This design comes from an exercise in tuning for small area, a short achievable clock period and few clock cycles per item on the open sky130 flow, not from production work. Function was checked by simulation only, so behaviour that the tests miss may differ from the original.

==> flow/design.v <==
`default_nettype none
package sparse_pkg;
    localparam int WORD_W  = 16;               
    localparam int INDEX_W = 6;                
    localparam int ADDR_W  = 2 + INDEX_W;      
    localparam int ACC_W   = 2 * WORD_W + 1;   
    localparam int LANES   = 2;                
    localparam int MAX_DIM = 8;                
    localparam int DIM_W   = 4;                
    typedef enum logic [1:0] {
        BANK_A0,
        BANK_A1,
        BANK_B0,
        BANK_B1
    } bank_e;
    typedef logic [LANES-1:0]  lane_mask_t;
    typedef logic [WORD_W-1:0] word_t;
    typedef logic [ACC_W-1:0]  acc_t;
    typedef enum logic [1:0] {
        WALK_IDLE,
        WALK_ISSUE,    
        WALK_WAIT,     
        WALK_DONE
    } walk_state_e;
    typedef enum logic [1:0] {
        FETCH_IDLE,
        FETCH_READ_A,
        FETCH_READ_B,
        FETCH_CLOSE    
    } fetch_state_e;
endpackage
`default_nettype wire
`timescale 1ns/100ps
`default_nettype none
module pair_walker (
    input  logic        clk,
    input  logic        rst,
    input  logic        start,
    input  logic [3:0]  num_rows,
    input  logic [3:0]  num_cols,
    input  logic [15:0] bitmap_a,
    input  logic [15:0] bitmap_b,
    output logic        issue,       
    output logic        issue_last,  
    output logic [1:0]  pair_mask,   
    output logic [2:0]  row,
    output logic [2:0]  col,
    output logic [2:0]  ka0,
    output logic [2:0]  ka1,
    output logic [2:0]  kb0,
    output logic [2:0]  kb1
);
    logic       run;
    logic       empty;
    logic       last_col;
    logic       last_row;
    logic [1:0] a_bits;
    logic [1:0] b_bits;
    assign empty    = (num_rows == 4'd0) || (num_cols == 4'd0);
    assign issue    = run || (start && !empty);
    assign last_col = ({1'b0, col} == num_cols - 4'd1);
    assign last_row = ({1'b0, row} == num_rows - 4'd1);
    assign issue_last = last_col && last_row;
    assign a_bits = bitmap_a[{row, 1'b0} +: 2];
    assign b_bits = bitmap_b[{col, 1'b0} +: 2];
    assign pair_mask = a_bits & b_bits;
    always_ff @(posedge clk or negedge rst) begin
        if (!rst) begin
            run <= 1'b0;
            row <= '0;
            col <= '0;
            ka0 <= '0;
            ka1 <= '0;
            kb0 <= '0;
            kb1 <= '0;
        end else if (issue) begin
            if (last_col) begin
                col <= '0;
                kb0 <= '0;
                kb1 <= '0;
                if (last_row) begin
                    run <= 1'b0;
                    row <= '0;
                    ka0 <= '0;
                    ka1 <= '0;
                end else begin
                    run <= 1'b1;
                    row <= row + 3'd1;
                    ka0 <= ka0 + {2'b0, a_bits[0]};
                    ka1 <= ka1 + {2'b0, a_bits[1]};
                end
            end else begin
                run <= 1'b1;
                col <= col + 3'd1;
                kb0 <= kb0 + {2'b0, b_bits[0]};
                kb1 <= kb1 + {2'b0, b_bits[1]};
            end
        end
    end
endmodule
`default_nettype wire
`timescale 1ns/100ps
`default_nettype none
module operand_fetch (
    input  logic              clk,
    input  logic              rst,
    input  logic              issue,
    input  logic              issue_last,
    input  logic [1:0]        pair_mask,
    input  logic [2:0]        row,
    input  logic [2:0]        col,
    input  sparse_pkg::word_t a0_val,
    input  sparse_pkg::word_t a1_val,
    input  sparse_pkg::word_t b0_val,
    input  sparse_pkg::word_t b1_val,
    output logic              op_valid,
    output logic              op_last,
    output logic [2:0]        op_row,
    output logic [2:0]        op_col,
    output sparse_pkg::word_t op_a0,
    output sparse_pkg::word_t op_a1,
    output logic [7:0]        op_on0,
    output logic [7:0]        op_tw0,
    output logic [7:0]        op_ng0,
    output logic              op_r80,
    output logic [7:0]        op_on1,
    output logic [7:0]        op_tw1,
    output logic [7:0]        op_ng1,
    output logic              op_r81
);
    logic [7:0] on0, tw0, ng0, on1, tw1, ng1;
    logic       r80, r81;
    booth_enc i_enc0 (.b(b0_val), .m(pair_mask[0]), .on(on0), .tw(tw0), .ng(ng0), .r8(r80));
    booth_enc i_enc1 (.b(b1_val), .m(pair_mask[1]), .on(on1), .tw(tw1), .ng(ng1), .r8(r81));
    always_ff @(posedge clk or negedge rst) begin
        if (!rst) begin
            op_valid <= 1'b0;
        end else begin
            op_valid <= issue;
        end
    end
    always_ff @(posedge clk) begin
        op_last <= issue_last;
        op_row  <= row;
        op_col  <= col;
        op_a0   <= a0_val;
        op_a1   <= a1_val;
        op_on0  <= on0;
        op_tw0  <= tw0;
        op_ng0  <= ng0;
        op_r80  <= r80;
        op_on1  <= on1;
        op_tw1  <= tw1;
        op_ng1  <= ng1;
        op_r81  <= r81;
    end
endmodule
`default_nettype wire
`timescale 1ns/100ps
`default_nettype none
module value_store (
    input  logic                           clk,
    input  logic                           load_en,
    input  sparse_pkg::bank_e              load_bank,
    input  logic [sparse_pkg::INDEX_W-1:0] load_index,
    input  sparse_pkg::word_t              load_data,
    input  logic [2:0]                     a0_idx,
    input  logic [2:0]                     a1_idx,
    input  logic [2:0]                     b0_idx,
    input  logic [2:0]                     b1_idx,
    output sparse_pkg::word_t              a0_val,
    output sparse_pkg::word_t              a1_val,
    output sparse_pkg::word_t              b0_val,
    output sparse_pkg::word_t              b1_val
);
    sparse_pkg::word_t mem [4][8];
    always_ff @(posedge clk) begin
        for (int b = 0; b < 4; b++) begin
            for (int i = 0; i < 8; i++) begin
                if (load_en && load_bank == b && load_index == i) begin
                    mem[b][i] <= load_data;
                end
            end
        end
    end
    assign a0_val = mem[0][a0_idx];
    assign a1_val = mem[1][a1_idx];
    assign b0_val = mem[2][b0_idx];
    assign b1_val = mem[3][b1_idx];
endmodule
`default_nettype wire
`default_nettype none
module booth_enc (
    input  wire [15:0] b,
    input  wire        m,
    output wire [7:0]  on,
    output wire [7:0]  tw,
    output wire [7:0]  ng,
    output wire        r8
);
    wire [17:0] bx = {1'b0, b, 1'b0};
    genvar gj;
    for (gj = 0; gj < 8; gj++) begin : g_enc
        assign on[gj] = m & (bx[2*gj+1] ^ bx[2*gj]);
        assign tw[gj] = m & ((bx[2*gj+2] & ~bx[2*gj+1] & ~bx[2*gj]) | (~bx[2*gj+2] & bx[2*gj+1] & bx[2*gj]));
        assign ng[gj] = m & bx[2*gj+2];
    end
    assign r8 = m & b[15];
endmodule
module mul_cs (
    input  wire [15:0] a,
    input  wire [7:0]  on,
    input  wire [7:0]  tw,
    input  wire [7:0]  ng,
    input  wire        r8,
    output wire [32:0] s,
    output wire [32:0] c
);
    wire [17:0] ax = {1'b0, a, 1'b0};
    genvar gj;
    wire [16:0] pp0;
    for (gj = 0; gj < 17; gj++) begin : g_pp0
        assign pp0[gj] = ((on[0] & ax[gj+1]) | (tw[0] & ax[gj])) ^ ng[0];
    end
    wire [16:0] pp1;
    for (gj = 0; gj < 17; gj++) begin : g_pp1
        assign pp1[gj] = ((on[1] & ax[gj+1]) | (tw[1] & ax[gj])) ^ ng[1];
    end
    wire [16:0] pp2;
    for (gj = 0; gj < 17; gj++) begin : g_pp2
        assign pp2[gj] = ((on[2] & ax[gj+1]) | (tw[2] & ax[gj])) ^ ng[2];
    end
    wire [16:0] pp3;
    for (gj = 0; gj < 17; gj++) begin : g_pp3
        assign pp3[gj] = ((on[3] & ax[gj+1]) | (tw[3] & ax[gj])) ^ ng[3];
    end
    wire [16:0] pp4;
    for (gj = 0; gj < 17; gj++) begin : g_pp4
        assign pp4[gj] = ((on[4] & ax[gj+1]) | (tw[4] & ax[gj])) ^ ng[4];
    end
    wire [16:0] pp5;
    for (gj = 0; gj < 17; gj++) begin : g_pp5
        assign pp5[gj] = ((on[5] & ax[gj+1]) | (tw[5] & ax[gj])) ^ ng[5];
    end
    wire [16:0] pp6;
    for (gj = 0; gj < 17; gj++) begin : g_pp6
        assign pp6[gj] = ((on[6] & ax[gj+1]) | (tw[6] & ax[gj])) ^ ng[6];
    end
    wire [16:0] pp7;
    for (gj = 0; gj < 17; gj++) begin : g_pp7
        assign pp7[gj] = ((on[7] & ax[gj+1]) | (tw[7] & ax[gj])) ^ ng[7];
    end
    wire [15:0] pp8 = a & {16{r8}};
    wire t1;
    wire t2;
    wire t3;
    wire t4;
    wire t5;
    wire t6;
    wire t7;
    wire t8;
    wire t9;
    wire t10;
    wire t11;
    wire t12;
    wire t13;
    wire t14;
    wire t15;
    wire t16;
    wire t17;
    wire t18;
    wire t19;
    wire t20;
    wire t21;
    wire t22;
    wire t23;
    wire t24;
    wire t25;
    wire t26;
    wire t27;
    wire t28;
    wire t29;
    wire t30;
    wire t31;
    wire t32;
    wire t33;
    wire t34;
    wire t35;
    wire t36;
    wire t37;
    wire t38;
    wire t39;
    wire t40;
    wire t41;
    wire t42;
    wire t43;
    wire t44;
    wire t45;
    wire t46;
    wire t47;
    wire t48;
    wire t49;
    wire t50;
    wire t51;
    wire t52;
    wire t53;
    wire t54;
    wire t55;
    wire t56;
    wire t57;
    wire t58;
    wire t59;
    wire t60;
    wire t61;
    wire t62;
    wire t63;
    wire t64;
    wire t65;
    wire t66;
    wire t67;
    wire t68;
    wire t69;
    wire t70;
    wire t71;
    wire t72;
    wire t73;
    wire t74;
    wire t75;
    wire t76;
    wire t77;
    wire t78;
    wire t79;
    wire t80;
    wire t81;
    wire t82;
    wire t83;
    wire t84;
    wire t85;
    wire t86;
    wire t87;
    wire t88;
    wire t89;
    wire t90;
    wire t91;
    wire t92;
    wire t93;
    wire t94;
    wire t95;
    wire t96;
    wire t97;
    wire t98;
    wire t99;
    wire t100;
    wire t101;
    wire t102;
    wire t103;
    wire t104;
    wire t105;
    wire t106;
    wire t107;
    wire t108;
    wire t109;
    wire t110;
    wire t111;
    wire t112;
    wire t113;
    wire t114;
    wire t115;
    wire t116;
    wire t117;
    wire t118;
    wire t119;
    wire t120;
    wire t121;
    wire t122;
    wire t123;
    wire t124;
    wire t125;
    wire t126;
    wire t127;
    wire t128;
    wire t129;
    wire t130;
    wire t131;
    wire t132;
    wire t133;
    wire t134;
    wire t135;
    wire t136;
    wire t137;
    wire t138;
    wire t139;
    wire t140;
    wire t141;
    wire t142;
    wire t143;
    wire t144;
    wire t145;
    wire t146;
    wire t147;
    wire t148;
    wire t149;
    wire t150;
    wire t151;
    wire t152;
    wire t153;
    wire t154;
    wire t155;
    wire t156;
    wire t157;
    wire t158;
    wire t159;
    wire t160;
    wire t161;
    wire t162;
    wire t163;
    wire t164;
    wire t165;
    wire t166;
    wire t167;
    wire t168;
    wire t169;
    wire t170;
    wire t171;
    wire t172;
    wire t173;
    wire t174;
    wire t175;
    wire t176;
    wire t177;
    wire t178;
    wire t179;
    wire t180;
    wire t181;
    wire t182;
    wire t183;
    wire t184;
    wire t185;
    wire t186;
    wire t187;
    wire t188;
    wire t189;
    wire t190;
    wire t191;
    wire t192;
    wire t193;
    wire t194;
    wire t195;
    wire t196;
    wire t197;
    wire t198;
    wire t199;
    wire t200;
    wire t201;
    wire t202;
    wire t203;
    wire t204;
    wire t205;
    wire t206;
    wire t207;
    wire t208;
    wire t209;
    wire t210;
    wire t211;
    wire t212;
    wire t213;
    wire t214;
    wire t215;
    wire t216;
    wire t217;
    wire t218;
    wire t219;
    wire t220;
    wire t221;
    wire t222;
    wire t223;
    wire t224;
    wire t225;
    wire t226;
    wire t227;
    wire t228;
    wire t229;
    wire t230;
    wire t231;
    wire t232;
    wire t233;
    wire t234;
    wire t235;
    wire t236;
    wire t237;
    wire t238;
    wire t239;
    wire t240;
    wire t241;
    wire t242;
    wire t243;
    wire t244;
    wire t245;
    wire t246;
    wire t247;
    wire t248;
    wire t249;
    wire t250;
    wire t251;
    wire t252;
    wire t253;
    wire t254;
    wire t255;
    wire t256;
    wire t257;
    wire t258;
    wire t259;
    wire t260;
    wire t261;
    wire t262;
    wire t263;
    wire t264;
    assign t1 = pp0[10] ^ pp1[8];
    assign t2 = pp0[10] & pp1[8];
    assign t3 = pp0[11] ^ pp1[9];
    assign t4 = pp0[11] & pp1[9];
    assign t5 = pp0[12] ^ pp1[10] ^ pp2[8];
    assign t6 = (pp0[12] & pp1[10]) | (pp0[12] & pp2[8]) | (pp1[10] & pp2[8]);
    assign t7 = pp3[6] ^ pp4[4];
    assign t8 = pp3[6] & pp4[4];
    assign t9 = pp0[13] ^ pp1[11] ^ pp2[9];
    assign t10 = (pp0[13] & pp1[11]) | (pp0[13] & pp2[9]) | (pp1[11] & pp2[9]);
    assign t11 = pp3[7] ^ pp4[5];
    assign t12 = pp3[7] & pp4[5];
    assign t13 = pp0[14] ^ pp1[12] ^ pp2[10];
    assign t14 = (pp0[14] & pp1[12]) | (pp0[14] & pp2[10]) | (pp1[12] & pp2[10]);
    assign t15 = pp3[8] ^ pp4[6] ^ pp5[4];
    assign t16 = (pp3[8] & pp4[6]) | (pp3[8] & pp5[4]) | (pp4[6] & pp5[4]);
    assign t17 = pp6[2] ^ pp7[0];
    assign t18 = pp6[2] & pp7[0];
    assign t19 = pp0[15] ^ pp1[13] ^ pp2[11];
    assign t20 = (pp0[15] & pp1[13]) | (pp0[15] & pp2[11]) | (pp1[13] & pp2[11]);
    assign t21 = pp3[9] ^ pp4[7] ^ pp5[5];
    assign t22 = (pp3[9] & pp4[7]) | (pp3[9] & pp5[5]) | (pp4[7] & pp5[5]);
    assign t23 = pp6[3] ^ pp7[1];
    assign t24 = pp6[3] & pp7[1];
    assign t25 = pp0[16] ^ pp1[14] ^ pp2[12];
    assign t26 = (pp0[16] & pp1[14]) | (pp0[16] & pp2[12]) | (pp1[14] & pp2[12]);
    assign t27 = pp3[10] ^ pp4[8] ^ pp5[6];
    assign t28 = (pp3[10] & pp4[8]) | (pp3[10] & pp5[6]) | (pp4[8] & pp5[6]);
    assign t29 = pp6[4] ^ pp7[2] ^ pp8[0];
    assign t30 = (pp6[4] & pp7[2]) | (pp6[4] & pp8[0]) | (pp7[2] & pp8[0]);
    assign t31 = ng[0] ^ pp1[15] ^ pp2[13];
    assign t32 = (ng[0] & pp1[15]) | (ng[0] & pp2[13]) | (pp1[15] & pp2[13]);
    assign t33 = pp3[11] ^ pp4[9] ^ pp5[7];
    assign t34 = (pp3[11] & pp4[9]) | (pp3[11] & pp5[7]) | (pp4[9] & pp5[7]);
    assign t35 = pp6[5] ^ pp7[3] ^ pp8[1];
    assign t36 = (pp6[5] & pp7[3]) | (pp6[5] & pp8[1]) | (pp7[3] & pp8[1]);
    assign t37 = ng[0] ^ pp1[16] ^ pp2[14];
    assign t38 = (ng[0] & pp1[16]) | (ng[0] & pp2[14]) | (pp1[16] & pp2[14]);
    assign t39 = pp3[12] ^ pp4[10] ^ pp5[8];
    assign t40 = (pp3[12] & pp4[10]) | (pp3[12] & pp5[8]) | (pp4[10] & pp5[8]);
    assign t41 = pp6[6] ^ pp7[4] ^ pp8[2];
    assign t42 = (pp6[6] & pp7[4]) | (pp6[6] & pp8[2]) | (pp7[4] & pp8[2]);
    assign t43 = ~ng[0] ^ ~ng[1] ^ pp2[15];
    assign t44 = (~ng[0] & ~ng[1]) | (~ng[0] & pp2[15]) | (~ng[1] & pp2[15]);
    assign t45 = pp3[13] ^ pp4[11] ^ pp5[9];
    assign t46 = (pp3[13] & pp4[11]) | (pp3[13] & pp5[9]) | (pp4[11] & pp5[9]);
    assign t47 = pp6[7] ^ pp7[5] ^ pp8[3];
    assign t48 = (pp6[7] & pp7[5]) | (pp6[7] & pp8[3]) | (pp7[5] & pp8[3]);
    assign t49 = 1'b1 ^ pp2[16] ^ pp3[14];
    assign t50 = (1'b1 & pp2[16]) | (1'b1 & pp3[14]) | (pp2[16] & pp3[14]);
    assign t51 = pp4[12] ^ pp5[10] ^ pp6[8];
    assign t52 = (pp4[12] & pp5[10]) | (pp4[12] & pp6[8]) | (pp5[10] & pp6[8]);
    assign t53 = pp7[6] ^ pp8[4];
    assign t54 = pp7[6] & pp8[4];
    assign t55 = ~ng[2] ^ pp3[15] ^ pp4[13];
    assign t56 = (~ng[2] & pp3[15]) | (~ng[2] & pp4[13]) | (pp3[15] & pp4[13]);
    assign t57 = pp5[11] ^ pp6[9] ^ pp7[7];
    assign t58 = (pp5[11] & pp6[9]) | (pp5[11] & pp7[7]) | (pp6[9] & pp7[7]);
    assign t59 = 1'b1 ^ pp3[16] ^ pp4[14];
    assign t60 = (1'b1 & pp3[16]) | (1'b1 & pp4[14]) | (pp3[16] & pp4[14]);
    assign t61 = pp5[12] ^ pp6[10];
    assign t62 = pp5[12] & pp6[10];
    assign t63 = ~ng[3] ^ pp4[15] ^ pp5[13];
    assign t64 = (~ng[3] & pp4[15]) | (~ng[3] & pp5[13]) | (pp4[15] & pp5[13]);
    assign t65 = 1'b1 ^ pp4[16];
    assign t66 = 1'b1 & pp4[16];
    assign t67 = pp0[6] ^ pp1[4];
    assign t68 = pp0[6] & pp1[4];
    assign t69 = pp0[7] ^ pp1[5];
    assign t70 = pp0[7] & pp1[5];
    assign t71 = pp0[8] ^ pp1[6] ^ pp2[4];
    assign t72 = (pp0[8] & pp1[6]) | (pp0[8] & pp2[4]) | (pp1[6] & pp2[4]);
    assign t73 = pp3[2] ^ pp4[0];
    assign t74 = pp3[2] & pp4[0];
    assign t75 = pp0[9] ^ pp1[7] ^ pp2[5];
    assign t76 = (pp0[9] & pp1[7]) | (pp0[9] & pp2[5]) | (pp1[7] & pp2[5]);
    assign t77 = pp3[3] ^ pp4[1];
    assign t78 = pp3[3] & pp4[1];
    assign t79 = t1 ^ pp2[6] ^ pp3[4];
    assign t80 = (t1 & pp2[6]) | (t1 & pp3[4]) | (pp2[6] & pp3[4]);
    assign t81 = pp4[2] ^ pp5[0] ^ ng[5];
    assign t82 = (pp4[2] & pp5[0]) | (pp4[2] & ng[5]) | (pp5[0] & ng[5]);
    assign t83 = t2 ^ t3 ^ pp2[7];
    assign t84 = (t2 & t3) | (t2 & pp2[7]) | (t3 & pp2[7]);
    assign t85 = pp3[5] ^ pp4[3] ^ pp5[1];
    assign t86 = (pp3[5] & pp4[3]) | (pp3[5] & pp5[1]) | (pp4[3] & pp5[1]);
    assign t87 = t4 ^ t5 ^ t7;
    assign t88 = (t4 & t5) | (t4 & t7) | (t5 & t7);
    assign t89 = pp5[2] ^ pp6[0] ^ ng[6];
    assign t90 = (pp5[2] & pp6[0]) | (pp5[2] & ng[6]) | (pp6[0] & ng[6]);
    assign t91 = t6 ^ t8 ^ t9;
    assign t92 = (t6 & t8) | (t6 & t9) | (t8 & t9);
    assign t93 = t11 ^ pp5[3] ^ pp6[1];
    assign t94 = (t11 & pp5[3]) | (t11 & pp6[1]) | (pp5[3] & pp6[1]);
    assign t95 = t10 ^ t12 ^ t13;
    assign t96 = (t10 & t12) | (t10 & t13) | (t12 & t13);
    assign t97 = t15 ^ t17 ^ ng[7];
    assign t98 = (t15 & t17) | (t15 & ng[7]) | (t17 & ng[7]);
    assign t99 = t14 ^ t16 ^ t18;
    assign t100 = (t14 & t16) | (t14 & t18) | (t16 & t18);
    assign t101 = t19 ^ t21 ^ t23;
    assign t102 = (t19 & t21) | (t19 & t23) | (t21 & t23);
    assign t103 = t20 ^ t22 ^ t24;
    assign t104 = (t20 & t22) | (t20 & t24) | (t22 & t24);
    assign t105 = t25 ^ t27 ^ t29;
    assign t106 = (t25 & t27) | (t25 & t29) | (t27 & t29);
    assign t107 = t26 ^ t28 ^ t30;
    assign t108 = (t26 & t28) | (t26 & t30) | (t28 & t30);
    assign t109 = t31 ^ t33 ^ t35;
    assign t110 = (t31 & t33) | (t31 & t35) | (t33 & t35);
    assign t111 = t32 ^ t34 ^ t36;
    assign t112 = (t32 & t34) | (t32 & t36) | (t34 & t36);
    assign t113 = t37 ^ t39 ^ t41;
    assign t114 = (t37 & t39) | (t37 & t41) | (t39 & t41);
    assign t115 = t38 ^ t40 ^ t42;
    assign t116 = (t38 & t40) | (t38 & t42) | (t40 & t42);
    assign t117 = t43 ^ t45 ^ t47;
    assign t118 = (t43 & t45) | (t43 & t47) | (t45 & t47);
    assign t119 = t44 ^ t46 ^ t48;
    assign t120 = (t44 & t46) | (t44 & t48) | (t46 & t48);
    assign t121 = t49 ^ t51 ^ t53;
    assign t122 = (t49 & t51) | (t49 & t53) | (t51 & t53);
    assign t123 = t50 ^ t52 ^ t54;
    assign t124 = (t50 & t52) | (t50 & t54) | (t52 & t54);
    assign t125 = t55 ^ t57 ^ pp8[5];
    assign t126 = (t55 & t57) | (t55 & pp8[5]) | (t57 & pp8[5]);
    assign t127 = t56 ^ t58 ^ t59;
    assign t128 = (t56 & t58) | (t56 & t59) | (t58 & t59);
    assign t129 = t61 ^ pp7[8] ^ pp8[6];
    assign t130 = (t61 & pp7[8]) | (t61 & pp8[6]) | (pp7[8] & pp8[6]);
    assign t131 = t60 ^ t62 ^ t63;
    assign t132 = (t60 & t62) | (t60 & t63) | (t62 & t63);
    assign t133 = pp6[11] ^ pp7[9] ^ pp8[7];
    assign t134 = (pp6[11] & pp7[9]) | (pp6[11] & pp8[7]) | (pp7[9] & pp8[7]);
    assign t135 = t64 ^ t65 ^ pp5[14];
    assign t136 = (t64 & t65) | (t64 & pp5[14]) | (t65 & pp5[14]);
    assign t137 = pp6[12] ^ pp7[10] ^ pp8[8];
    assign t138 = (pp6[12] & pp7[10]) | (pp6[12] & pp8[8]) | (pp7[10] & pp8[8]);
    assign t139 = t66 ^ ~ng[4] ^ pp5[15];
    assign t140 = (t66 & ~ng[4]) | (t66 & pp5[15]) | (~ng[4] & pp5[15]);
    assign t141 = pp6[13] ^ pp7[11] ^ pp8[9];
    assign t142 = (pp6[13] & pp7[11]) | (pp6[13] & pp8[9]) | (pp7[11] & pp8[9]);
    assign t143 = 1'b1 ^ pp5[16] ^ pp6[14];
    assign t144 = (1'b1 & pp5[16]) | (1'b1 & pp6[14]) | (pp5[16] & pp6[14]);
    assign t145 = pp7[12] ^ pp8[10];
    assign t146 = pp7[12] & pp8[10];
    assign t147 = ~ng[5] ^ pp6[15] ^ pp7[13];
    assign t148 = (~ng[5] & pp6[15]) | (~ng[5] & pp7[13]) | (pp6[15] & pp7[13]);
    assign t149 = 1'b1 ^ pp6[16];
    assign t150 = 1'b1 & pp6[16];
    assign t151 = pp0[4] ^ pp1[2];
    assign t152 = pp0[4] & pp1[2];
    assign t153 = pp0[5] ^ pp1[3];
    assign t154 = pp0[5] & pp1[3];
    assign t155 = t67 ^ pp2[2] ^ pp3[0];
    assign t156 = (t67 & pp2[2]) | (t67 & pp3[0]) | (pp2[2] & pp3[0]);
    assign t157 = t68 ^ t69 ^ pp2[3];
    assign t158 = (t68 & t69) | (t68 & pp2[3]) | (t69 & pp2[3]);
    assign t159 = t70 ^ t71 ^ t73;
    assign t160 = (t70 & t71) | (t70 & t73) | (t71 & t73);
    assign t161 = t72 ^ t74 ^ t75;
    assign t162 = (t72 & t74) | (t72 & t75) | (t74 & t75);
    assign t163 = t76 ^ t78 ^ t79;
    assign t164 = (t76 & t78) | (t76 & t79) | (t78 & t79);
    assign t165 = t80 ^ t82 ^ t83;
    assign t166 = (t80 & t82) | (t80 & t83) | (t82 & t83);
    assign t167 = t84 ^ t86 ^ t87;
    assign t168 = (t84 & t86) | (t84 & t87) | (t86 & t87);
    assign t169 = t88 ^ t90 ^ t91;
    assign t170 = (t88 & t90) | (t88 & t91) | (t90 & t91);
    assign t171 = t92 ^ t94 ^ t95;
    assign t172 = (t92 & t94) | (t92 & t95) | (t94 & t95);
    assign t173 = t96 ^ t98 ^ t99;
    assign t174 = (t96 & t98) | (t96 & t99) | (t98 & t99);
    assign t175 = t100 ^ t102 ^ t103;
    assign t176 = (t100 & t102) | (t100 & t103) | (t102 & t103);
    assign t177 = t104 ^ t106 ^ t107;
    assign t178 = (t104 & t106) | (t104 & t107) | (t106 & t107);
    assign t179 = t108 ^ t110 ^ t111;
    assign t180 = (t108 & t110) | (t108 & t111) | (t110 & t111);
    assign t181 = t112 ^ t114 ^ t115;
    assign t182 = (t112 & t114) | (t112 & t115) | (t114 & t115);
    assign t183 = t116 ^ t118 ^ t119;
    assign t184 = (t116 & t118) | (t116 & t119) | (t118 & t119);
    assign t185 = t120 ^ t122 ^ t123;
    assign t186 = (t120 & t122) | (t120 & t123) | (t122 & t123);
    assign t187 = t124 ^ t126 ^ t127;
    assign t188 = (t124 & t126) | (t124 & t127) | (t126 & t127);
    assign t189 = t128 ^ t130 ^ t131;
    assign t190 = (t128 & t130) | (t128 & t131) | (t130 & t131);
    assign t191 = t132 ^ t134 ^ t135;
    assign t192 = (t132 & t134) | (t132 & t135) | (t134 & t135);
    assign t193 = t136 ^ t138 ^ t139;
    assign t194 = (t136 & t138) | (t136 & t139) | (t138 & t139);
    assign t195 = t140 ^ t142 ^ t143;
    assign t196 = (t140 & t142) | (t140 & t143) | (t142 & t143);
    assign t197 = t144 ^ t146 ^ t147;
    assign t198 = (t144 & t146) | (t144 & t147) | (t146 & t147);
    assign t199 = t148 ^ t149 ^ pp7[14];
    assign t200 = (t148 & t149) | (t148 & pp7[14]) | (t149 & pp7[14]);
    assign t201 = t150 ^ ~ng[6] ^ pp7[15];
    assign t202 = (t150 & ~ng[6]) | (t150 & pp7[15]) | (~ng[6] & pp7[15]);
    assign t203 = 1'b1 ^ pp7[16];
    assign t204 = 1'b1 & pp7[16];
    assign t205 = pp0[2] ^ pp1[0];
    assign t206 = pp0[2] & pp1[0];
    assign t207 = pp0[3] ^ pp1[1];
    assign t208 = pp0[3] & pp1[1];
    assign t209 = t151 ^ pp2[0] ^ ng[2];
    assign t210 = (t151 & pp2[0]) | (t151 & ng[2]) | (pp2[0] & ng[2]);
    assign t211 = t152 ^ t153 ^ pp2[1];
    assign t212 = (t152 & t153) | (t152 & pp2[1]) | (t153 & pp2[1]);
    assign t213 = t154 ^ t155 ^ ng[3];
    assign t214 = (t154 & t155) | (t154 & ng[3]) | (t155 & ng[3]);
    assign t215 = t156 ^ t157 ^ pp3[1];
    assign t216 = (t156 & t157) | (t156 & pp3[1]) | (t157 & pp3[1]);
    assign t217 = t158 ^ t159 ^ ng[4];
    assign t218 = (t158 & t159) | (t158 & ng[4]) | (t159 & ng[4]);
    assign t219 = t160 ^ t161 ^ t77;
    assign t220 = (t160 & t161) | (t160 & t77) | (t161 & t77);
    assign t221 = t162 ^ t163 ^ t81;
    assign t222 = (t162 & t163) | (t162 & t81) | (t163 & t81);
    assign t223 = t164 ^ t165 ^ t85;
    assign t224 = (t164 & t165) | (t164 & t85) | (t165 & t85);
    assign t225 = t166 ^ t167 ^ t89;
    assign t226 = (t166 & t167) | (t166 & t89) | (t167 & t89);
    assign t227 = t168 ^ t169 ^ t93;
    assign t228 = (t168 & t169) | (t168 & t93) | (t169 & t93);
    assign t229 = t170 ^ t171 ^ t97;
    assign t230 = (t170 & t171) | (t170 & t97) | (t171 & t97);
    assign t231 = t172 ^ t173 ^ t101;
    assign t232 = (t172 & t173) | (t172 & t101) | (t173 & t101);
    assign t233 = t174 ^ t175 ^ t105;
    assign t234 = (t174 & t175) | (t174 & t105) | (t175 & t105);
    assign t235 = t176 ^ t177 ^ t109;
    assign t236 = (t176 & t177) | (t176 & t109) | (t177 & t109);
    assign t237 = t178 ^ t179 ^ t113;
    assign t238 = (t178 & t179) | (t178 & t113) | (t179 & t113);
    assign t239 = t180 ^ t181 ^ t117;
    assign t240 = (t180 & t181) | (t180 & t117) | (t181 & t117);
    assign t241 = t182 ^ t183 ^ t121;
    assign t242 = (t182 & t183) | (t182 & t121) | (t183 & t121);
    assign t243 = t184 ^ t185 ^ t125;
    assign t244 = (t184 & t185) | (t184 & t125) | (t185 & t125);
    assign t245 = t186 ^ t187 ^ t129;
    assign t246 = (t186 & t187) | (t186 & t129) | (t187 & t129);
    assign t247 = t188 ^ t189 ^ t133;
    assign t248 = (t188 & t189) | (t188 & t133) | (t189 & t133);
    assign t249 = t190 ^ t191 ^ t137;
    assign t250 = (t190 & t191) | (t190 & t137) | (t191 & t137);
    assign t251 = t192 ^ t193 ^ t141;
    assign t252 = (t192 & t193) | (t192 & t141) | (t193 & t141);
    assign t253 = t194 ^ t195 ^ t145;
    assign t254 = (t194 & t195) | (t194 & t145) | (t195 & t145);
    assign t255 = t196 ^ t197 ^ pp8[11];
    assign t256 = (t196 & t197) | (t196 & pp8[11]) | (t197 & pp8[11]);
    assign t257 = t198 ^ t199 ^ pp8[12];
    assign t258 = (t198 & t199) | (t198 & pp8[12]) | (t199 & pp8[12]);
    assign t259 = t200 ^ t201 ^ pp8[13];
    assign t260 = (t200 & t201) | (t200 & pp8[13]) | (t201 & pp8[13]);
    assign t261 = t202 ^ t203 ^ pp8[14];
    assign t262 = (t202 & t203) | (t202 & pp8[14]) | (t203 & pp8[14]);
    assign t263 = t204 ^ ~ng[7] ^ pp8[15];
    assign t264 = (t204 & ~ng[7]) | (t204 & pp8[15]) | (~ng[7] & pp8[15]);
    assign s = {t264, t262, t260, t258, t256, t254, t252, t250, t248, t246, t244, t242, t240, t238, t236, t234, t232, t230, t228, t226, t224, t222, t220, t218, t216, t214, t212, t210, t208, t206, t205, pp0[1], pp0[0]};
    assign c = {1'b1, t263, t261, t259, t257, t255, t253, t251, t249, t247, t245, t243, t241, t239, t237, t235, t233, t231, t229, t227, t225, t223, t221, t219, t217, t215, t213, t211, t209, t207, ng[1], 1'b0, ng[0]};
endmodule
module add4 (
    input  wire [32:0] x0,
    input  wire [32:0] x1,
    input  wire [32:0] x2,
    input  wire [32:0] x3,
    output wire [32:0] y
);
    wire u1;
    wire u2;
    wire u3;
    wire u4;
    wire u5;
    wire u6;
    wire u7;
    wire u8;
    wire u9;
    wire u10;
    wire u11;
    wire u12;
    wire u13;
    wire u14;
    wire u15;
    wire u16;
    wire u17;
    wire u18;
    wire u19;
    wire u20;
    wire u21;
    wire u22;
    wire u23;
    wire u24;
    wire u25;
    wire u26;
    wire u27;
    wire u28;
    wire u29;
    wire u30;
    wire u31;
    wire u32;
    wire u33;
    wire u34;
    wire u35;
    wire u36;
    wire u37;
    wire u38;
    wire u39;
    wire u40;
    wire u41;
    wire u42;
    wire u43;
    wire u44;
    wire u45;
    wire u46;
    wire u47;
    wire u48;
    wire u49;
    wire u50;
    wire u51;
    wire u52;
    wire u53;
    wire u54;
    wire u55;
    wire u56;
    wire u57;
    wire u58;
    wire u59;
    wire u60;
    wire u61;
    wire u62;
    wire u63;
    wire u64;
    wire u65;
    wire u66;
    wire u67;
    wire u68;
    wire u69;
    wire u70;
    wire u71;
    wire u72;
    wire u73;
    wire u74;
    wire u75;
    wire u76;
    wire u77;
    wire u78;
    wire u79;
    wire u80;
    wire u81;
    wire u82;
    wire u83;
    wire u84;
    wire u85;
    wire u86;
    wire u87;
    wire u88;
    wire u89;
    wire u90;
    wire u91;
    wire u92;
    wire u93;
    wire u94;
    wire u95;
    wire u96;
    wire u97;
    wire u98;
    wire u99;
    wire u100;
    wire u101;
    wire u102;
    wire u103;
    wire u104;
    wire u105;
    wire u106;
    wire u107;
    wire u108;
    wire u109;
    wire u110;
    wire u111;
    wire u112;
    wire u113;
    wire u114;
    wire u115;
    wire u116;
    wire u117;
    wire u118;
    wire u119;
    wire u120;
    wire u121;
    wire u122;
    wire u123;
    wire u124;
    wire u125;
    wire u126;
    wire u127;
    wire u128;
    wire u129;
    wire u130;
    wire u131;
    wire u132;
    assign u1 = x0[0] ^ x1[0];
    assign u2 = x0[0] & x1[0];
    assign u3 = x0[1] ^ x1[1] ^ x2[1];
    assign u4 = (x0[1] & x1[1]) | (x0[1] & x2[1]) | (x1[1] & x2[1]);
    assign u5 = x0[2] ^ x1[2] ^ x2[2];
    assign u6 = (x0[2] & x1[2]) | (x0[2] & x2[2]) | (x1[2] & x2[2]);
    assign u7 = x0[3] ^ x1[3] ^ x2[3];
    assign u8 = (x0[3] & x1[3]) | (x0[3] & x2[3]) | (x1[3] & x2[3]);
    assign u9 = x0[4] ^ x1[4] ^ x2[4];
    assign u10 = (x0[4] & x1[4]) | (x0[4] & x2[4]) | (x1[4] & x2[4]);
    assign u11 = x0[5] ^ x1[5] ^ x2[5];
    assign u12 = (x0[5] & x1[5]) | (x0[5] & x2[5]) | (x1[5] & x2[5]);
    assign u13 = x0[6] ^ x1[6] ^ x2[6];
    assign u14 = (x0[6] & x1[6]) | (x0[6] & x2[6]) | (x1[6] & x2[6]);
    assign u15 = x0[7] ^ x1[7] ^ x2[7];
    assign u16 = (x0[7] & x1[7]) | (x0[7] & x2[7]) | (x1[7] & x2[7]);
    assign u17 = x0[8] ^ x1[8] ^ x2[8];
    assign u18 = (x0[8] & x1[8]) | (x0[8] & x2[8]) | (x1[8] & x2[8]);
    assign u19 = x0[9] ^ x1[9] ^ x2[9];
    assign u20 = (x0[9] & x1[9]) | (x0[9] & x2[9]) | (x1[9] & x2[9]);
    assign u21 = x0[10] ^ x1[10] ^ x2[10];
    assign u22 = (x0[10] & x1[10]) | (x0[10] & x2[10]) | (x1[10] & x2[10]);
    assign u23 = x0[11] ^ x1[11] ^ x2[11];
    assign u24 = (x0[11] & x1[11]) | (x0[11] & x2[11]) | (x1[11] & x2[11]);
    assign u25 = x0[12] ^ x1[12] ^ x2[12];
    assign u26 = (x0[12] & x1[12]) | (x0[12] & x2[12]) | (x1[12] & x2[12]);
    assign u27 = x0[13] ^ x1[13] ^ x2[13];
    assign u28 = (x0[13] & x1[13]) | (x0[13] & x2[13]) | (x1[13] & x2[13]);
    assign u29 = x0[14] ^ x1[14] ^ x2[14];
    assign u30 = (x0[14] & x1[14]) | (x0[14] & x2[14]) | (x1[14] & x2[14]);
    assign u31 = x0[15] ^ x1[15] ^ x2[15];
    assign u32 = (x0[15] & x1[15]) | (x0[15] & x2[15]) | (x1[15] & x2[15]);
    assign u33 = x0[16] ^ x1[16] ^ x2[16];
    assign u34 = (x0[16] & x1[16]) | (x0[16] & x2[16]) | (x1[16] & x2[16]);
    assign u35 = x0[17] ^ x1[17] ^ x2[17];
    assign u36 = (x0[17] & x1[17]) | (x0[17] & x2[17]) | (x1[17] & x2[17]);
    assign u37 = x0[18] ^ x1[18] ^ x2[18];
    assign u38 = (x0[18] & x1[18]) | (x0[18] & x2[18]) | (x1[18] & x2[18]);
    assign u39 = x0[19] ^ x1[19] ^ x2[19];
    assign u40 = (x0[19] & x1[19]) | (x0[19] & x2[19]) | (x1[19] & x2[19]);
    assign u41 = x0[20] ^ x1[20] ^ x2[20];
    assign u42 = (x0[20] & x1[20]) | (x0[20] & x2[20]) | (x1[20] & x2[20]);
    assign u43 = x0[21] ^ x1[21] ^ x2[21];
    assign u44 = (x0[21] & x1[21]) | (x0[21] & x2[21]) | (x1[21] & x2[21]);
    assign u45 = x0[22] ^ x1[22] ^ x2[22];
    assign u46 = (x0[22] & x1[22]) | (x0[22] & x2[22]) | (x1[22] & x2[22]);
    assign u47 = x0[23] ^ x1[23] ^ x2[23];
    assign u48 = (x0[23] & x1[23]) | (x0[23] & x2[23]) | (x1[23] & x2[23]);
    assign u49 = x0[24] ^ x1[24] ^ x2[24];
    assign u50 = (x0[24] & x1[24]) | (x0[24] & x2[24]) | (x1[24] & x2[24]);
    assign u51 = x0[25] ^ x1[25] ^ x2[25];
    assign u52 = (x0[25] & x1[25]) | (x0[25] & x2[25]) | (x1[25] & x2[25]);
    assign u53 = x0[26] ^ x1[26] ^ x2[26];
    assign u54 = (x0[26] & x1[26]) | (x0[26] & x2[26]) | (x1[26] & x2[26]);
    assign u55 = x0[27] ^ x1[27] ^ x2[27];
    assign u56 = (x0[27] & x1[27]) | (x0[27] & x2[27]) | (x1[27] & x2[27]);
    assign u57 = x0[28] ^ x1[28] ^ x2[28];
    assign u58 = (x0[28] & x1[28]) | (x0[28] & x2[28]) | (x1[28] & x2[28]);
    assign u59 = x0[29] ^ x1[29] ^ x2[29];
    assign u60 = (x0[29] & x1[29]) | (x0[29] & x2[29]) | (x1[29] & x2[29]);
    assign u61 = x0[30] ^ x1[30] ^ x2[30];
    assign u62 = (x0[30] & x1[30]) | (x0[30] & x2[30]) | (x1[30] & x2[30]);
    assign u63 = x0[31] ^ x1[31] ^ x2[31];
    assign u64 = (x0[31] & x1[31]) | (x0[31] & x2[31]) | (x1[31] & x2[31]);
    assign u65 = x0[32] ^ x1[32] ^ x2[32];
    assign u66 = (x0[32] & x1[32]) | (x0[32] & x2[32]) | (x1[32] & x2[32]);
    assign u67 = u1 ^ x2[0];
    assign u68 = u1 & x2[0];
    assign u69 = u2 ^ u3 ^ x3[1];
    assign u70 = (u2 & u3) | (u2 & x3[1]) | (u3 & x3[1]);
    assign u71 = u4 ^ u5 ^ x3[2];
    assign u72 = (u4 & u5) | (u4 & x3[2]) | (u5 & x3[2]);
    assign u73 = u6 ^ u7 ^ x3[3];
    assign u74 = (u6 & u7) | (u6 & x3[3]) | (u7 & x3[3]);
    assign u75 = u8 ^ u9 ^ x3[4];
    assign u76 = (u8 & u9) | (u8 & x3[4]) | (u9 & x3[4]);
    assign u77 = u10 ^ u11 ^ x3[5];
    assign u78 = (u10 & u11) | (u10 & x3[5]) | (u11 & x3[5]);
    assign u79 = u12 ^ u13 ^ x3[6];
    assign u80 = (u12 & u13) | (u12 & x3[6]) | (u13 & x3[6]);
    assign u81 = u14 ^ u15 ^ x3[7];
    assign u82 = (u14 & u15) | (u14 & x3[7]) | (u15 & x3[7]);
    assign u83 = u16 ^ u17 ^ x3[8];
    assign u84 = (u16 & u17) | (u16 & x3[8]) | (u17 & x3[8]);
    assign u85 = u18 ^ u19 ^ x3[9];
    assign u86 = (u18 & u19) | (u18 & x3[9]) | (u19 & x3[9]);
    assign u87 = u20 ^ u21 ^ x3[10];
    assign u88 = (u20 & u21) | (u20 & x3[10]) | (u21 & x3[10]);
    assign u89 = u22 ^ u23 ^ x3[11];
    assign u90 = (u22 & u23) | (u22 & x3[11]) | (u23 & x3[11]);
    assign u91 = u24 ^ u25 ^ x3[12];
    assign u92 = (u24 & u25) | (u24 & x3[12]) | (u25 & x3[12]);
    assign u93 = u26 ^ u27 ^ x3[13];
    assign u94 = (u26 & u27) | (u26 & x3[13]) | (u27 & x3[13]);
    assign u95 = u28 ^ u29 ^ x3[14];
    assign u96 = (u28 & u29) | (u28 & x3[14]) | (u29 & x3[14]);
    assign u97 = u30 ^ u31 ^ x3[15];
    assign u98 = (u30 & u31) | (u30 & x3[15]) | (u31 & x3[15]);
    assign u99 = u32 ^ u33 ^ x3[16];
    assign u100 = (u32 & u33) | (u32 & x3[16]) | (u33 & x3[16]);
    assign u101 = u34 ^ u35 ^ x3[17];
    assign u102 = (u34 & u35) | (u34 & x3[17]) | (u35 & x3[17]);
    assign u103 = u36 ^ u37 ^ x3[18];
    assign u104 = (u36 & u37) | (u36 & x3[18]) | (u37 & x3[18]);
    assign u105 = u38 ^ u39 ^ x3[19];
    assign u106 = (u38 & u39) | (u38 & x3[19]) | (u39 & x3[19]);
    assign u107 = u40 ^ u41 ^ x3[20];
    assign u108 = (u40 & u41) | (u40 & x3[20]) | (u41 & x3[20]);
    assign u109 = u42 ^ u43 ^ x3[21];
    assign u110 = (u42 & u43) | (u42 & x3[21]) | (u43 & x3[21]);
    assign u111 = u44 ^ u45 ^ x3[22];
    assign u112 = (u44 & u45) | (u44 & x3[22]) | (u45 & x3[22]);
    assign u113 = u46 ^ u47 ^ x3[23];
    assign u114 = (u46 & u47) | (u46 & x3[23]) | (u47 & x3[23]);
    assign u115 = u48 ^ u49 ^ x3[24];
    assign u116 = (u48 & u49) | (u48 & x3[24]) | (u49 & x3[24]);
    assign u117 = u50 ^ u51 ^ x3[25];
    assign u118 = (u50 & u51) | (u50 & x3[25]) | (u51 & x3[25]);
    assign u119 = u52 ^ u53 ^ x3[26];
    assign u120 = (u52 & u53) | (u52 & x3[26]) | (u53 & x3[26]);
    assign u121 = u54 ^ u55 ^ x3[27];
    assign u122 = (u54 & u55) | (u54 & x3[27]) | (u55 & x3[27]);
    assign u123 = u56 ^ u57 ^ x3[28];
    assign u124 = (u56 & u57) | (u56 & x3[28]) | (u57 & x3[28]);
    assign u125 = u58 ^ u59 ^ x3[29];
    assign u126 = (u58 & u59) | (u58 & x3[29]) | (u59 & x3[29]);
    assign u127 = u60 ^ u61 ^ x3[30];
    assign u128 = (u60 & u61) | (u60 & x3[30]) | (u61 & x3[30]);
    assign u129 = u62 ^ u63 ^ x3[31];
    assign u130 = (u62 & u63) | (u62 & x3[31]) | (u63 & x3[31]);
    assign u131 = u64 ^ u65 ^ x3[32];
    assign u132 = (u64 & u65) | (u64 & x3[32]) | (u65 & x3[32]);
    wire [32:0] r0 = {u130, u128, u126, u124, u122, u120, u118, u116, u114, u112, u110, u108, u106, u104, u102, u100, u98, u96, u94, u92, u90, u88, u86, u84, u82, u80, u78, u76, u74, u72, u70, u68, u67};
    wire [32:0] r1 = {u131, u129, u127, u125, u123, u121, u119, u117, u115, u113, u111, u109, u107, u105, u103, u101, u99, u97, u95, u93, u91, u89, u87, u85, u83, u81, u79, u77, u75, u73, u71, u69, x3[0]};
    assign y = r0 + r1;
endmodule
`default_nettype wire
`timescale 1ns/100ps
`default_nettype none
module sparse_dot_top #(
    parameter int MAX_ROWS = sparse_pkg::MAX_DIM,
    parameter int MAX_COLS = sparse_pkg::MAX_DIM
) (
    input  logic                                  clk,
    input  logic                                  rst,
    input  logic                                  load_en,
    input  sparse_pkg::bank_e                     load_bank,
    input  logic [sparse_pkg::INDEX_W-1:0]        load_index,
    input  sparse_pkg::word_t                     load_data,
    input  logic                                  start,
    input  logic [sparse_pkg::DIM_W-1:0]          num_rows,
    input  logic [sparse_pkg::DIM_W-1:0]          num_cols,
    input  logic [sparse_pkg::LANES*MAX_ROWS-1:0] bitmap_a,
    input  logic [sparse_pkg::LANES*MAX_COLS-1:0] bitmap_b,
    output logic                                  busy,
    output logic                                  done,
    output logic                                  result_valid,
    output logic [sparse_pkg::DIM_W-1:0]          result_row,
    output logic [sparse_pkg::DIM_W-1:0]          result_col,
    output sparse_pkg::acc_t                      result_value
);
    logic              issue;
    logic              issue_last;
    logic [1:0]        pair_mask;
    logic [2:0]        row;
    logic [2:0]        col;
    logic [2:0]        ka0;
    logic [2:0]        ka1;
    logic [2:0]        kb0;
    logic [2:0]        kb1;
    sparse_pkg::word_t a0_val;
    sparse_pkg::word_t a1_val;
    sparse_pkg::word_t b0_val;
    sparse_pkg::word_t b1_val;
    pair_walker i_pair_walker (
        .clk        (clk),
        .rst        (rst),
        .start      (start),
        .num_rows   (num_rows),
        .num_cols   (num_cols),
        .bitmap_a   (bitmap_a),
        .bitmap_b   (bitmap_b),
        .issue      (issue),
        .issue_last (issue_last),
        .pair_mask  (pair_mask),
        .row        (row),
        .col        (col),
        .ka0        (ka0),
        .ka1        (ka1),
        .kb0        (kb0),
        .kb1        (kb1)
    );
    value_store i_value_store (
        .clk        (clk),
        .load_en    (load_en),
        .load_bank  (load_bank),
        .load_index (load_index),
        .load_data  (load_data),
        .a0_idx     (ka0),
        .a1_idx     (ka1),
        .b0_idx     (kb0),
        .b1_idx     (kb1),
        .a0_val     (a0_val),
        .a1_val     (a1_val),
        .b0_val     (b0_val),
        .b1_val     (b1_val)
    );
    logic              op_valid;
    logic              op_last;
    logic [2:0]        op_row;
    logic [2:0]        op_col;
    sparse_pkg::word_t op_a0;
    sparse_pkg::word_t op_a1;
    logic [7:0]        op_on0, op_tw0, op_ng0;
    logic [7:0]        op_on1, op_tw1, op_ng1;
    logic              op_r80, op_r81;
    operand_fetch i_operand_fetch (
        .clk        (clk),
        .rst        (rst),
        .issue      (issue),
        .issue_last (issue_last),
        .pair_mask  (pair_mask),
        .row        (row),
        .col        (col),
        .a0_val     (a0_val),
        .a1_val     (a1_val),
        .b0_val     (b0_val),
        .b1_val     (b1_val),
        .op_valid   (op_valid),
        .op_last    (op_last),
        .op_row     (op_row),
        .op_col     (op_col),
        .op_a0      (op_a0),
        .op_a1      (op_a1),
        .op_on0     (op_on0),
        .op_tw0     (op_tw0),
        .op_ng0     (op_ng0),
        .op_r80     (op_r80),
        .op_on1     (op_on1),
        .op_tw1     (op_tw1),
        .op_ng1     (op_ng1),
        .op_r81     (op_r81)
    );
    logic [32:0] p0_s;
    logic [32:0] p0_c;
    logic [32:0] p1_s;
    logic [32:0] p1_c;
    mul_cs i_mul0 (.a(op_a0), .on(op_on0), .tw(op_tw0), .ng(op_ng0), .r8(op_r80), .s(p0_s), .c(p0_c));
    mul_cs i_mul1 (.a(op_a1), .on(op_on1), .tw(op_tw1), .ng(op_ng1), .r8(op_r81), .s(p1_s), .c(p1_c));
    logic        cs_valid;
    logic        cs_last;
    logic [2:0]  cs_row;
    logic [2:0]  cs_col;
    logic [32:0] cs_p0_s;
    logic [32:0] cs_p0_c;
    logic [32:0] cs_p1_s;
    logic [32:0] cs_p1_c;
    always_ff @(posedge clk or negedge rst) begin
        if (!rst) begin
            cs_valid <= 1'b0;
        end else begin
            cs_valid <= op_valid;
        end
    end
    always_ff @(posedge clk) begin
        cs_last <= op_last;
        cs_row  <= op_row;
        cs_col  <= op_col;
        cs_p0_s <= p0_s;
        cs_p0_c <= p0_c;
        cs_p1_s <= p1_s;
        cs_p1_c <= p1_c;
    end
    logic [32:0] sum;
    add4 i_add4 (
        .x0 (cs_p0_s),
        .x1 (cs_p0_c),
        .x2 (cs_p1_s),
        .x3 (cs_p1_c),
        .y  (sum)
    );
    logic empty_start;
    assign empty_start = start && ((num_rows == 4'd0) || (num_cols == 4'd0));
    always_ff @(posedge clk or negedge rst) begin
        if (!rst) begin
            result_valid <= 1'b0;
            done         <= 1'b0;
            busy         <= 1'b0;
        end else begin
            result_valid <= cs_valid;
            done         <= (cs_valid && cs_last) || empty_start;
            busy         <= start || (busy && !done);
        end
    end
    always_ff @(posedge clk) begin
        result_row   <= {1'b0, cs_row};
        result_col   <= {1'b0, cs_col};
        result_value <= sum;
    end
endmodule
`default_nettype wire
==> flow/constraint.sdc <==
create_clock -name core_clock -period 10.0 [get_ports {clk}]
set_input_delay 2.0000 -clock core_clock [delete_from_list [all_inputs] [get_ports {clk}]]
set_output_delay 2.0000 -clock core_clock [all_outputs]
set_load 0.01 [all_outputs]
==> flow/config.mk <==
export PLATFORM = sky130hd
export DESIGN_NAME = sparse_dot_top
export DESIGN_NICKNAME = sparse_dot_top
export VERILOG_FILES = /design/flow/design.v
export SDC_FILE = /design/flow/constraint.sdc
export NUM_CORES = 4
export LEC_CHECK = 0
export ABC_CLOCK_PERIOD_IN_PS = 3000
export CAP_MARGIN = 20
export CORE_MARGIN = 2
export CORE_UTILIZATION = 60
export CTS_CLUSTER_DIAMETER = 80
export CTS_CLUSTER_SIZE = 25
export SLEW_MARGIN = 20
==> flow/standard.sh <==
#!/bin/bash
# synth_recipe.tcl (not shown) runs the flow's synth.tcl, then flattens the netlist and writes it again
# the make line also repeats each setting of config.mk as NAME=value (left out here)
make -C /OpenROAD-flow-scripts/flow DESIGN_CONFIG=/design/flow/config.mk WORK_HOME=/design/flow/orfs CLKGATE_MAP_FILE= SYNTH_SCRIPT=/design/flow/synth_recipe.tcl "${@:-finish}"
==> flow/flow/args.txt <==
SETUP_SLACK_MARGIN=6.7
BUFFER_PORTS_ARGS=-buffer_cell sky130_fd_sc_hd__buf_2
==> flow/flow/run.sh <==
#!/bin/bash
# The standard layout, with timing repair aiming below the design's clock
# period (the SDC is unchanged; only the repair margin is raised). Extra make
# variables, one per line, come from flow/args.txt.
set -euo pipefail
mapfile -t ARGS < flow/args.txt
bash standard.sh "${ARGS[@]}" finish > standard_finish.log 2>&1
==> metrics.csv, run 1 <==
metric,value,unit
slew_viol_final,0,
cts_made_buffers,42,
worstSetupPathType,register to register,
final_common_cell,edfxtp_1,
die_h,266,um
drt_pass1_iterations,6,
finalWorstPathRequiredPeriod,3.30,ns
grt_usage,29.4,%
rows,95,
diodes,0,
end_kind,register,
finalSetupTns,0,ns
htreeDepth,2,
globalplace.congestion,0.894,
final-setup-viol-count,0,
grt.overflow.total,0,
synth_fa_ha_area_share,15.8,%
initial_core_util,60.8,%
synth_area,41100,sq um
vias_per_cell,6.14,
io_pins,112,
cts_sinks,797,
synth_top_family_by_area,adder cells,
synth-simple-area-share,5.27,%
clock_latency,0.64,ns
drc,0,
status,timing/DRC/antenna clean,
synth-seq-cells,797,
min_path_type,register to register,
post_synth_mux_area_share,5.22,%
relSlewSlack,24.7,%
crit_required,10.49,ns
fillers,4956,
holdBufCountCts,0,
finalHoldViolations,0,
critical_path_arrival,3.79,ns
mostFrequentLayoutCells,"512 x edfxtp_1, 267 x inv_1, 267 x fa_1, 262 x a22oi_1, 246 x xnor2_1",
antenna_found_initial,0,
drt_iter0_markers,2546,
drive_gt1_share,15.8,%
drv_cap,0,
cp-start-kind,register,
worstHoldPathCells,0,
fin_skew,0.0508,ns
r2r_cells,12,
wirelength,102000,um
synth_ff_type,edfxtp_1,
dieArea,70500,sq um
ys_async_sr_fraction,3.01,%
area_growth_syn_to_layout,8.67,%
die_x,266,um
clockRootBuffer,clkbuf_16,
synth-seq-area-share,51.6,%
ant_nets,0,
num_vias,25158,
grt_pass1_wl,157000,um
max_freq,0.303,GHz
crit_fanout,5,
synthXorXnorAreaFrac,6.97,%
worst_slew_pin_slew,1.10,ns
finalCritPeriodShare,33.0,%
synth.distinct_cells,76,
syn_inst,3225,
path_clk_slew,0.10,ns
first_global_vias,25743,
grt_max_degree,49,
synth-compound-area-share,10.3,%
hpwl,70100,um
synth_warnings,5,
nNetsFinal,3618,
portBuffers,109,
clk_path_buf_depth,3,
core_area,67500,sq um
rsz0062_at_grt,yes,
wl_per_cell,24.9,um
cts_tree,built,
syn_area_per_cell,12.7,sq um
synth_edf_count,512,
[path summary, 6_finish.rpt]
check,start,endpoint,slack (ns)
worst max-delay path,cs_p0_s[5]$_DFF_P_,result_value[20]$_DFF_P_,6.70
max in group asynchronous,rst,i_pair_walker.ka0[0]$_DFFE_PN0P_,8.26
worst min register to register,i_operand_fetch.op_col[1]$_DFF_P_,cs_col[1]$_DFF_P_,0.33
min in group asynchronous,rst,i_pair_walker.kb1[1]$_DFFE_PN0P_,1.34
worst max register to register,cs_p0_s[5]$_DFF_P_,result_value[20]$_DFF_P_,6.70
worst min-delay path,i_operand_fetch.op_col[1]$_DFF_P_,cs_col[1]$_DFF_P_,0.33
[cell type report]
| cell class | count | area [sq um] | share of cell area [%] |
|---|---|---|---|
| flip-flops and latches | 797 | 21400 | 47.9 |
| repair buffers | 156 | 1040 | 2.34 |
| clock inverters | 13 | 213 | 0.477 |
| inverters | 279 | 1070 | 2.40 |
| clock buffers | 65 | 1200 | 2.69 |
| multi-input cells | 1917 | 18600 | 41.7 |
| well taps | 873 | 1090 | 2.45 |
[synth_stat cells, types with 19 or more instances]
cell type	n	area [sq um]
nor2_1	157	589
a21oi_1	85	425
buf_1	22	82.6
fa_1	267	5350
nor2b_1	19	119
inv_1	271	1020
o21ai_0	88	440
ha_1	90	1130
xor2_1	80	701
dfxtp_1	261	5230
dfrtp_1	24	601
nand3_1	38	190
and2_1	23	144
buf_2	19	95.1
mux4_2	47	1060
mux2i_1	62	621
xnor2_1	247	2160
a22oi_1	262	1970
nand2_1	172	646
a221oi_1	40	350
mux2_2	40	450
edfxtp_1	512	15400
clkbuf_1	180	676
[worst max-delay path, cell delays in order, from the launching register on]
cell,delay (ns)
dfxtp_1,0.33
fa_1,0.53
inv_1,0.06
fa_1,0.50
inv_1,0.06
ha_4,0.23
and3_4,0.16
a221o_1,0.38
o211ai_2,0.20
a21oi_2,0.10
or2_4,0.27
a2111oi_4,0.29
nor3_1,0.08
[stage by stage]
stage                     area, sq um  utilization, %  hold slack, ns  cells  setup slack (ns)
final                           44600            66.1           0.327   4100              6.70
after global placement          42400            62.8           0.311   3996              5.97
after global routing            44600            66.1           0.340   4100              6.61
after detailed placement        42400            62.8           0.314   3996              5.85
after floorplan                 41600               -           0.310   3226              6.56
after CTS                       44100            65.3           0.329   4082              6.69
[registers in the layout (all words and copies together), names as in the netlist, 8 cells and up]
register and flops:
i_value_store.mem 512, cs_p0_s 33, cs_p1_s 33, result_value 33
cs_p0_c 31, cs_p1_c 31, i_operand_fetch.op_a0 16, i_operand_fetch.op_a1 16
i_operand_fetch.op_ng0 8, i_operand_fetch.op_ng1 8, i_operand_fetch.op_on0 8, i_operand_fetch.op_on1 8
i_operand_fetch.op_tw0 8, i_operand_fetch.op_tw1 8
[kinds of logic (layout without fill, tap and decap cells)]
kind of cell / Yosys count / after routing
buffers and inverters: 512 / 513
XOR/XNOR: 327 / 327
AND/OR/NAND/NOR: 481 / 481
adder cells (fa/ha/maj): 357 / 357
flip-flops: 797 / 797
other: 1 / 2
multiplexers: 150 / 150
AO/OA/AOI/OAI: 600 / 600
[routing by layer]
layer  vias to the layer above  GRT usage (%)  part of all wire, %
li1                      11212              -                    -
met4                         0           8.32                  2.9
met2                       987           50.7                   50
met5                         -              0                    0
met1                     12806           39.8                   40
met3                       153           3.30                  6.2
[what timing repair did]
| action | 4_1_cts | 5_1_grt |
|---|---|---|
| gates resized for setup | 109 | 65 |
| endpoints found under the setup margin | 86 | 257 |
| setup buffers | 8 | 17 |
| pin swaps | 17 | 22 |
Testbench counts, summed over its fixed seeds: cycles 10,520, items 9,944.
==> run 2, diff against run 1 <==
--- a/flow/config.mk
+++ b/flow/config.mk
@@ -10,5 +10,5 @@
 export CORE_MARGIN = 2
 export CORE_UTILIZATION = 60
-export CTS_CLUSTER_DIAMETER = 80
-export CTS_CLUSTER_SIZE = 25
+export CTS_CLUSTER_DIAMETER = 70
+export CTS_CLUSTER_SIZE = 35
 export SLEW_MARGIN = 20
==> run 2 against run 1 <==
  * Sequential share of layout area fell by 0.24 points
  * Synthesized cell count did not move
  * Flip-flop and latch count did not move
  * Via count rose by 0.15%
  * Fmax fell by 1.1%
  * Critical path type unchanged
  * Highest routed layer unchanged
==> metrics.csv, run 2 <==
metric,value,unit,change
whs,0.336,ns,+0.00893 ns
hp-start,i_operand_fetch.op_row[0]$_DFF_P_,,
initial_core_util,60.8,%,unchanged
multi_input_area,18700,sq um,+0.16%
netlist_top_cells_area,"edfxtp_1 37%, fa_1 13%, dfxtp_1 13%, xnor2_1 5.3%, a22oi_1 4.8%",,
clockRootBuffer,clkbuf_16,,
nNetsFinal,3618,,unchanged
drt_pass1_iterations,8,,+2
synth.distinct_cells,76,,unchanged
yosys-top-cells-count,"512 x edfxtp_1, 271 x inv_1, 267 x fa_1",,
fin_cells,4101,,+0.024%
globalplace.congestion,0.894,,unchanged
grt.overflow.total,0,,unchanged
die_x,266,um,unchanged
setup.worst_path.end,result_value[20]$_DFF_P_,,
finalCritPeriodShare,33.4,%,+0.37 points
grt_usage,29.4,%,about the same
cts_made_buffers,43,,+2.4%
critical_path_arrival,3.82,ns,+0.03 ns
synth.largest_area_cell,edfxtp_1,,
syn_inst,3225,,unchanged
clk_path_buf_depth,3,,unchanged
die_h,266,um,unchanged
hpwl,70100,um,unchanged
cts_tree,built,,
mostFrequentLayoutCells,"512 x edfxtp_1, 267 x fa_1, 266 x inv_1, 262 x a22oi_1, 246 x xnor2_1",,
drt_iter0_markers,2536,,-0.39%
cts_sinks,797,,unchanged
htreeDepth,2,,unchanged
worstSetupPathType,register to register,,
first_global_vias,25779,,+0.14%
clock_latency,0.63,ns,about the same
cp-start-kind,register,,
drv_cap,0,,unchanged
largest_reg_flops,512,,unchanged
fin_skew,0.0640,ns,+0.0132 ns
r2r-start,cs_p0_s[4]$_DFF_P_,,
synth-seq-area-share,51.6,%,unchanged
finalWorstPathRequiredPeriod,3.34,ns,+0.0374 ns
grt_max_degree,49,,unchanged
fillers,4902,,-1.1%
area_growth_syn_to_layout,9.32,%,
synth_edf_count,512,,unchanged
synth-seq-cells,797,,unchanged
crit_required,10.48,ns,about the same
yosysTopAreaCellShare,37.4,%,unchanged
r2r_end,result_value[20]$_DFF_P_,,
ant_nets,0,,unchanged
antenna_found_initial,0,,unchanged
dpl.cell_count,3996,,unchanged
slew_viol_final,0,,unchanged
holdBufCountCts,0,,unchanged
vias_per_cell,6.14,,+0.13%
io_pins,112,,unchanged
rows,95,,unchanged
status,timing/DRC/antenna clean,,
final-setup-viol-count,0,,unchanged
worst_slew_pin_slew,1.12,ns,+0.0245 ns
relSlewSlack,23.0,%,-1.7 points
max_freq,0.299,GHz,-1.1%
ys_async_sr_fraction,3.01,%,unchanged
grt_pass1_wl,157000,um,+0.15%
drc,0,,unchanged
wirelength,102000,um,about the same
crit_fanout,4,,-1
synth_area,41100,sq um,unchanged
num_vias,25196,,+0.15%
rsz0062_at_grt,yes,,
finalHoldViolations,0,,unchanged
finalSetupTns,0,ns,unchanged
synth_ff_type,edfxtp_1,,
regMostFlops,i_value_store.mem,,
crit_start,cs_p0_s[4]$_DFF_P_,,
syn_area_per_cell,12.7,sq um,unchanged
dieArea,70500,sq um,unchanged
drive_gt1_share,16.5,%,+0.65 points
wl_per_cell,24.9,um,about the same
final_common_cell,edfxtp_1,,
path_clk_slew,0.10,ns,about the same
portBuffers,109,,unchanged
synth_most_common_cell,edfxtp_1,,
r2r_cells,12,,unchanged
min_path_type,register to register,,
regArea,21400,sq um,about the same
core_area,67500,sq um,unchanged
synth_warnings,5,,unchanged
reg2reg_slack,6.66,ns,-0.04 ns
end_kind,register,,
==> run 2: logic make-up after synthesis <==
family,after synthesis,synth area share (%)
AOI/OAI and AO/OA,600,10.3
buffers and inverters,512,4.87
and+or+nand+nor,481,5.27
xor gates and xnor gates,327,6.97
DFF,797,51.6
other,1,0.00913
muxes,150,5.22
adders and majority gates,357,15.8
==> run 2: through the flow <==
stage / instance area (sq um) / util (%) / setup slack (ns)
3_3_place_gp: 42400 / 62.8 / 5.97
5_1_grt: 44900 / 66.5 / 6.55
2_1_floorplan: 41600 / - / 6.56
4_1_cts: 44300 / 65.7 / 6.68
6_report: 44900 / 66.5 / 6.66
3_5_place_dp: 42400 / 62.8 / 5.85
==> run 2: how the worst min path moves through the flow <==
stage                     depth (start not counted)               endpoint
after floorplan                                   0      cs_col[0]$_DFF_P_
after global placement                            0        cs_last$_DFF_P_
after detailed placement                          0      cs_row[0]$_DFF_P_
after CTS                                         0      cs_row[0]$_DFF_P_
after global routing                              0  result_col[0]$_DFF_P_
final                                             0      cs_row[0]$_DFF_P_
==> run 2: metal layers <==
layer / vias up / routed length [um] / track usage, %
met1: 12737 / 40900 / 39.9
li1: 11234 / - / -
met4: 0 / 3190 / 8.38
met3: 179 / 6540 / 3.29
met2: 1046 / 51500 / 50.8
met5: - / 0 / 0
==> run 2: critical path, stage by stage, from the launching register on <==
cell and delay (ns):
dfxtp_2 0.34, fa_1 0.55, inv_2 0.04, fa_1 0.51
inv_2 0.05, ha_4 0.22, and3_4 0.17, a221o_1 0.38
o211ai_2 0.20, a21oi_2 0.10, or2_4 0.30, a2111oi_4 0.29
nor3_1 0.08
==> run 2: cell type report <==
cell class                 count  share of cell area [%]
clock inverter                35                    1.25
tap                          873                    2.43
antenna                        1                 0.00557
multi-input combinational   1917                    41.6
inverter                     279                    2.39
clock buffer                  44                    2.41
sequential                   797                    47.7
timing repair buffer         155                    2.29
==> run 2: repair_timing <==
item | in CTS | in global routing
buffers inserted | 8 | 17
pin swaps | 17 | 27
gates resized for setup | 108 | 81
endpoints found under the setup margin | 84 | 194

## afterwards: timing with drivers on the ports
The results above use ideal ports. As a check the final layouts listed here were re-extracted and re-timed, cells and wires unchanged.
Step 1 sets driving cells, clkbuf_16 on the clock port and buf_2 on the other inputs (assumed; they add their load-dependent delay and slew).
Step 2 also shifts input and output timing later by t, the mid clock arrival at the registers, as if the neighbouring blocks saw the same clock.
a / b / c = ideal / step 1 / step 2; a / b = the first two.
run | t (ns) | slack for setup (ns) | worst hold slack (ns) | worst setup path at the end
run 1 | 0.674 | 6.697 / 6.697 / 6.116 | 0.327 / 0.327 / 0.327 | input to register
run 2 | 0.672 | 6.660 / 6.660 / 6.117 | 0.336 / 0.336 / 0.336 | input to register
After both steps setup and hold are still met in every run listed. The setup slack of run 1, which loses most, moves by 0.000 ns with the drivers and by -0.581 ns with both steps.
